This design comes from an exercise in tuning for small area and a short achievable clock period on the open sky130 flow, not from production work. Only simulation tests tie the RTL to the original design; equivalence was not proved. Power and IR drop assume default switching activity.

==> inputs of 12-25 <==
## approx_err_monitor
module approx_err_monitor #(
  parameter int W     = approx_mon_pkg::W,
  parameter int CNT_W = approx_mon_pkg::CNT_W,
  parameter int ACC_W = approx_mon_pkg::ACC_W
) (
  input  logic                 clk,
  input  logic                 rst,
  input  logic                 in_valid,
  output logic                 in_ready,
  input  logic [W-1:0]         a,
  input  logic [W-1:0]         b,
  input  logic [2*W-1:0]       prod,
  input  logic                 start,
  input  logic [CNT_W-1:0]     win_len,
  output logic                 busy,
  output logic                 done,
  output logic [CNT_W-1:0]     smp_cnt,
  output logic [CNT_W-1:0]     err_cnt,
  output logic [ACC_W-1:0]     sum_ed,
  output logic [ACC_W-1:0]     sum_bias,
  output logic [2*W-1:0]       max_ed,
  output logic [W-1:0]         max_a,
  output logic [W-1:0]         max_b
);
clock: 7.2 ns
lec_check: 0
cap_margin: 20
core_margin: 2
core_utilization: 50
setup_slack_margin: 3.5
slew_margin: 20
synth_hierarchical: 1
standard.sh (not shown) runs the stock make flow with config.mk's settings and CLKGATE_MAP_FILE= SYNTH_SCRIPT=/design/flow/synth_recipe.tcl, a recipe that flattens the netlist after the stock synthesis.
==> flow/flow/run.sh <==
#!/bin/bash
# Layout flow: the standard ORFS flow, with the port buffers made of the smallest buffer
# cell (sky130_fd_sc_hd__buf_1) instead of the flow's default pick.
set -euo pipefail
bash standard.sh BUFFER_PORTS_ARGS="-buffer_cell sky130_fd_sc_hd__buf_1" finish > flow_standard.log 2>&1
==> inputs of 10-28, as changes to 12-25 <==
==> flow/run.sh (new file) <==
#!/bin/bash
# synth_recipe.tcl (not shown) runs the flow's synth.tcl, then flattens the netlist and writes it again
# the make line also repeats each setting of config.mk as NAME=value (left out here)
make -C /OpenROAD-flow-scripts/flow DESIGN_CONFIG=/design/flow/config.mk WORK_HOME=/design/flow/orfs CLKGATE_MAP_FILE= SYNTH_SCRIPT=/design/flow/synth_recipe.tcl finish
Settings changed: CORE_UTILIZATION 50 to 60, SETUP_SLACK_MARGIN 3.5 to 3.0, SYNTH_HIERARCHICAL 1 to default.
removed: flow/flow/run.sh
removed: flow/standard.sh
==> inputs of 03-17, as changes to 12-25 <==
Settings changed: SETUP_SLACK_MARGIN 3.5 to 4.5.
==> inputs of 08-12, as changes to 12-25 <==
==> flow/run.sh (new file) <==
#!/bin/bash
# synth_recipe.tcl (not shown) runs the flow's synth.tcl, then flattens the netlist and writes it again
# the make line also repeats each setting of config.mk as NAME=value (left out here)
make -C /OpenROAD-flow-scripts/flow DESIGN_CONFIG=/design/flow/config.mk WORK_HOME=/design/flow/orfs CLKGATE_MAP_FILE= SYNTH_SCRIPT=/design/flow/synth_recipe.tcl finish
Settings changed: ABC_AREA from default to 1, CORE_UTILIZATION 50 to 40, SETUP_SLACK_MARGIN 3.5 to 3.0, SYNTH_HIERARCHICAL 1 to default.
removed: flow/flow/run.sh
removed: flow/standard.sh
==> comparison table <==
Placed cell areas: 08-12 34500 um^2; 10-28 31400 um^2; 03-17 31000 um^2; 12-25 30100 um^2
Met1 Use GR: 08-12 29.5%; 10-28 40.8%; 03-17 36.8%; 12-25 35.1%
Total core area: 08-12 74400 um^2; 10-28 45200 um^2; 03-17 55400 um^2; 12-25 55400 um^2
Run status: 08-12 complete, no violations; 10-28 complete, no violations; 03-17 complete, no violations; 12-25 complete, no violations
Post-synthesis share of cell area spent on full adders, half adders and majority gates: 08-12 17.0%; 10-28 18.8%; 03-17 18.2%; 12-25 18.2%
Share of synthesized area spent on multiplexers: 08-12 0.262%; 10-28 0.549%; 03-17 2.24%; 12-25 2.24%
Commonest non-fill, non-tap cell in the layout: 08-12 sky130_fd_sc_hd__nand2_1; 10-28 sky130_fd_sc_hd__dfxtp_1; 03-17 sky130_fd_sc_hd__dfxtp_1; 12-25 sky130_fd_sc_hd__dfxtp_1
Overall power: 08-12 17.7 mW; 10-28 16.3 mW; 03-17 22.9 mW; 12-25 20.7 mW
Worst slack, placed: 08-12 2.14 ns; 10-28 1.62 ns; 03-17 1.91 ns; 12-25 1.94 ns
Reported sequential group power: 08-12 2.91 mW; 10-28 2.96 mW; 03-17 3.00 mW; 12-25 2.99 mW
Worst-case headroom to the max-slew limit: 08-12 40.3%; 10-28 39.4%; 03-17 49.2%; 12-25 41.9%
Sequential standard cell area: 08-12 8880 um^2; 10-28 8930 um^2; 03-17 8990 um^2; 12-25 8940 um^2
Synthesis-to-layout area growth: 08-12 29.0%; 10-28 24.9%; 03-17 38.7%; 12-25 24.7%

==> inputs of ember <==
Another version of the RTL of approx_err_monitor (not shown whole).
==> flow/config.mk <==
export PLATFORM = sky130hd
export DESIGN_NAME = approx_err_monitor
export DESIGN_NICKNAME = approx_err_monitor
export VERILOG_FILES = /design/flow/design.v
export SDC_FILE = /design/flow/constraint.sdc
export NUM_CORES = 4
export LEC_CHECK = 0
export CAP_MARGIN = 20
export CORE_MARGIN = 2
export CORE_UTILIZATION = 50
export SETUP_SLACK_MARGIN = 3.0
export SLEW_MARGIN = 20
export SYNTH_HIERARCHICAL = 1
==> flow/constraint.sdc <==
create_clock -name core_clock -period 7.2 [get_ports {clk}]
set_input_delay 1.4400 -clock core_clock [delete_from_list [all_inputs] [get_ports {clk}]]
set_output_delay 1.4400 -clock core_clock [all_outputs]
set_load 0.01 [all_outputs]
==> flow/flow/run.sh <==
#!/bin/bash
# Layout flow: the standard ORFS flow (standard.sh) with two changes:
#  - synthesis: full/half-adder cells are extracted only in module approx_err_tree (the
#    multiplier's carry-save tree), and ABC maps modules approx_err_s1, approx_err_cpa and
#    approx_err_monitor with ORFS's delay-driven "area" script (abc_area.script, map -B 0.9),
#    the others with the default script. Everything else is ORFS's synth.tcl run through
#    synth_recipe.tcl, so the registers are the standard synthesis's;
#  - the port buffers use the smallest buffer cell (sky130_fd_sc_hd__buf_1).
set -euo pipefail
here=$(pwd)
python3 - "$FLOW_HOME/scripts/synth.tcl" "$here/synth_mix.tcl" <<'PY'
import sys
s = open(sys.argv[1]).read()
old = '  log_cmd abc {*}$abc_args\n'
assert s.count(old) == 1
new = ('  set abc_args_area [lreplace $abc_args 1 1 $::env(SCRIPTS_DIR)/abc_area.script]\n'
       '  log_cmd abc {*}$abc_args_area approx_err_cpa approx_err_monitor approx_err_s1\n'
       '  log_cmd abc {*}$abc_args * approx_err_cpa %d approx_err_monitor %d approx_err_s1 %d\n')
s = s.replace(old, new)
old = 'extract_fa {*}[dont_use_extract_fa_args]\n'
assert s.count(old) == 1
s = s.replace(old, 'extract_fa {*}[dont_use_extract_fa_args] approx_err_tree\n')
open(sys.argv[2], 'w').write(s)
PY
grep -q 'source $::env(SCRIPTS_DIR)/synth.tcl' synth_recipe.tcl
sed "s#source \$::env(SCRIPTS_DIR)/synth.tcl#source $here/synth_mix.tcl#" synth_recipe.tcl > "$here/synth_recipe_mix.tcl"
bash standard.sh SYNTH_SCRIPT="$here/synth_recipe_mix.tcl" \
  BUFFER_PORTS_ARGS="-buffer_cell sky130_fd_sc_hd__buf_1" finish > flow_standard.log 2>&1
==> indigo: changes against ember <==
SETUP_SLACK_MARGIN = 3.5   (was 3.0)
==> impl_metrics.py <==
metrics = {
    "critical_path": {
        "cp_num_cells": 18,
    },
    "final_layout": {
        "nonClkBufAreaFrac": 0.04377,
        "num-fill-cells": 6113,
    },
    "power_and_ir_drop": {
        "p_sw_mw": 6.170,
        "p_total_mw": 13.18,
        "internal_power_mw": 7.014,
    },
    "outcome": {
        "status": "complete, no violations",
    },
    "detailed_routing": {
        "wire_per_inst_microns": 15.44,
    },
    "global_route": {
        "gr-usage-met3": 0.03616,
    },
}
# the run above: ember

==> impl_metrics.py <==
metrics = {
    "critical_path": {
        "cp_num_cells": 17,
    },
    "logic_synthesis": {
        "yosys-mux-area-fraction": 0,
    },
    "final_layout": {
        "num-fill-cells": 6057,
        "nonClkBufAreaFrac": 0.05182,
    },
    "power_and_ir_drop": {
        "p_total_mw": 13.43,
        "internal_power_mw": 7.129,
    },
    "outcome": {
        "status": "complete, no violations",
    },
    "cts": {
        "cts_htree_levels": 2,
    },
    "detailed_routing": {
        "wire_per_inst_microns": 15.51,
    },
    "global_route": {
        "gr-usage-met3": 0.03575,
    },
}
# the run above: indigo


==> lagoon <==
approx_err_monitor, a different RTL version from the one above (not shown whole).
export LEC_CHECK = 0
export CAP_MARGIN = 20
export CORE_MARGIN = 2
export CORE_UTILIZATION = 50
export CTS_BUF_LIST = sky130_fd_sc_hd__clkbuf_4
export SETUP_SLACK_MARGIN = 3.5
export SLEW_MARGIN = 20
export SYNTH_HIERARCHICAL = 1
create_clock -name core_clock -period 7.2 [get_ports {clk}]
==> flow/flow/run.sh <==
#!/bin/bash
# Layout flow: the standard ORFS flow (standard.sh) with two changes:
#  - synthesis extracts no full/half-adder cells (ABC maps all arithmetic and sees whole
#    paths), and ABC maps each module with its own script: approx_err_cpa and approx_err_s1
#    with ORFS's delay-driven area script (map -B 0.9), approx_err_monitor with a single &nf
#    pass, the rest with ORFS's default speed script. Everything else is ORFS's synth.tcl run
#    through synth_recipe.tcl, so the registers are the standard synthesis's;
#  - the port buffers use the smallest buffer cell (sky130_fd_sc_hd__buf_1).
set -euo pipefail
here=$(pwd)
python3 - "$FLOW_HOME/scripts/synth.tcl" "$here/synth_mix.tcl" <<'PY'
import sys
s = open(sys.argv[1]).read()
MAP = "+strash;dch;map,-B,0.9;topo;stime,-c;buffer,-c;upsize,-c;dnsize,-c"
NF = "+&get,-n;&st;&dch;&nf;&put;buffer,-c;upsize,-c;dnsize,-c"
def a(x):
    return '[lreplace $abc_args 1 1 "' + x + '"]'
old = '  log_cmd abc {*}$abc_args\n'
assert s.count(old) == 1
new = (f'  log_cmd abc {{*}}{a(MAP)} approx_err_cpa\n'
       f'  log_cmd abc {{*}}{a(NF)} approx_err_monitor\n'
       f'  log_cmd abc {{*}}{a(MAP)} approx_err_s1\n'
       '  log_cmd abc {*}$abc_args * approx_err_cpa %d approx_err_monitor %d approx_err_s1 %d\n')
s = s.replace(old, new)
old = 'extract_fa {*}[dont_use_extract_fa_args]\n'
assert s.count(old) == 1
s = s.replace(old, 'extract_fa {*}[dont_use_extract_fa_args] approx_err_none\n')
open(sys.argv[2], 'w').write(s)
PY
grep -q 'source $::env(SCRIPTS_DIR)/synth.tcl' synth_recipe.tcl
sed "s#source \$::env(SCRIPTS_DIR)/synth.tcl#source $here/synth_mix.tcl#" synth_recipe.tcl > "$here/synth_recipe_mix.tcl"
bash standard.sh SYNTH_SCRIPT="$here/synth_recipe_mix.tcl" \
  BUFFER_PORTS_ARGS="-buffer_cell sky130_fd_sc_hd__buf_1" finish > flow_standard.log 2>&1
==> maple (differences from lagoon) <==
CORE_UTILIZATION = 55   (was 50)
CTS_BUF_LIST = not set   (was sky130_fd_sc_hd__clkbuf_4)
==> nickel (differences from lagoon) <==
CTS_BUF_LIST = not set   (was sky130_fd_sc_hd__clkbuf_4)
SETUP_SLACK_MARGIN = 3.65   (was 3.5)
==> results_dict.tcl <==
set metrics [dict create \
    cts_setup_buffers 9 \
    maxSlewHeadroom_pct 36.2 \
    wl_per_cell_um 16.3 \
    diodes 2 \
    pg_seq_w 0.00316 \
    grt_pass1_vias 24892 \
    crit_path_end "err_cnt[31]" \
    ctsResizeCount 43 \
    crit_cells 13 \
    stdcell_count 5107 \
    worstReg2RegEnd "err_cnt[31]" \
    grt_use_total_pct 26.3 \
    whs_ns 0.328 \
    critPathMaxStageDelay_ns 0.43 \
    status "complete, no violations" \
]
the above is filed under lagoon

==> results_dict.tcl <==
set metrics [dict create \
    pg_seq_w 0.00317 \
    crit_path_end "err_cnt[31]" \
    maxSlewHeadroom_pct 34.4 \
    grt_use_total_pct 26.5 \
    wl_per_cell_um 16.8 \
    status "complete, no violations" \
    stdcell_count 5035 \
    cts_setup_buffers 24 \
]
the above is filed under nickel

==> results_dict.tcl <==
set metrics [dict create \
    status "complete, no violations" \
    critPathMaxStageDelay_ns 0.44 \
    stdcell_count 4927 \
    crit_path_end "max_ed[3]" \
    cts_setup_buffers 12 \
    grt_pass1_vias 24684 \
    worstReg2RegEnd "max_ed[3]" \
    crit_cells 14 \
    whs_ns 0.325 \
    grt_use_total_pct 28.5 \
]
the above is filed under maple

## separate check: timing with driven ports
The results above use ideal ports. As a check the final layouts listed here were re-extracted and re-timed, cells and wires unchanged.
Step 1: set_driving_cell puts a clkbuf_16 on clk and a buf_2 on each other input, an assumption about the parent block.
Step 2 also shifts input and output timing later by t, the mid clock arrival at the registers, as if the neighbouring blocks saw the same clock.
a / b / c = ideal / step 1 / step 2; a / b = the first two.
run	t (ns)	slack for setup (ns)	worst hold slack (ns)
12-25	0.651	2.662 / 2.662 / 2.662	0.317 / 0.317 / 0.317
10-28	0.647	2.306 / 2.306 / 2.306	0.326 / 0.326 / 0.326
03-17	0.655	2.618 / 2.618 / 2.618	0.327 / 0.327 / 0.327
08-12	0.673	2.786 / 2.786 / 2.565	0.333 / 0.333 / 0.333
ember	0.655	3.275 / 3.275 / 2.744	0.325 / 0.325 / 0.325
indigo	0.659	3.696 / 3.696 / 3.246	0.325 / 0.325 / 0.325
lagoon	0.944	3.645 / 3.645 / 3.317	0.328 / 0.328 / 0.328
maple	0.661	3.576 / 3.576 / 3.418	0.325 / 0.325 / 0.325
nickel	0.653	3.690 / 3.690 / 3.320	0.326 / 0.326 / 0.326
After both steps every run listed still meets setup and hold. For ember, which loses most, drivers alone change the setup slack by 0.000 ns; drivers and shift together by -0.531 ns.
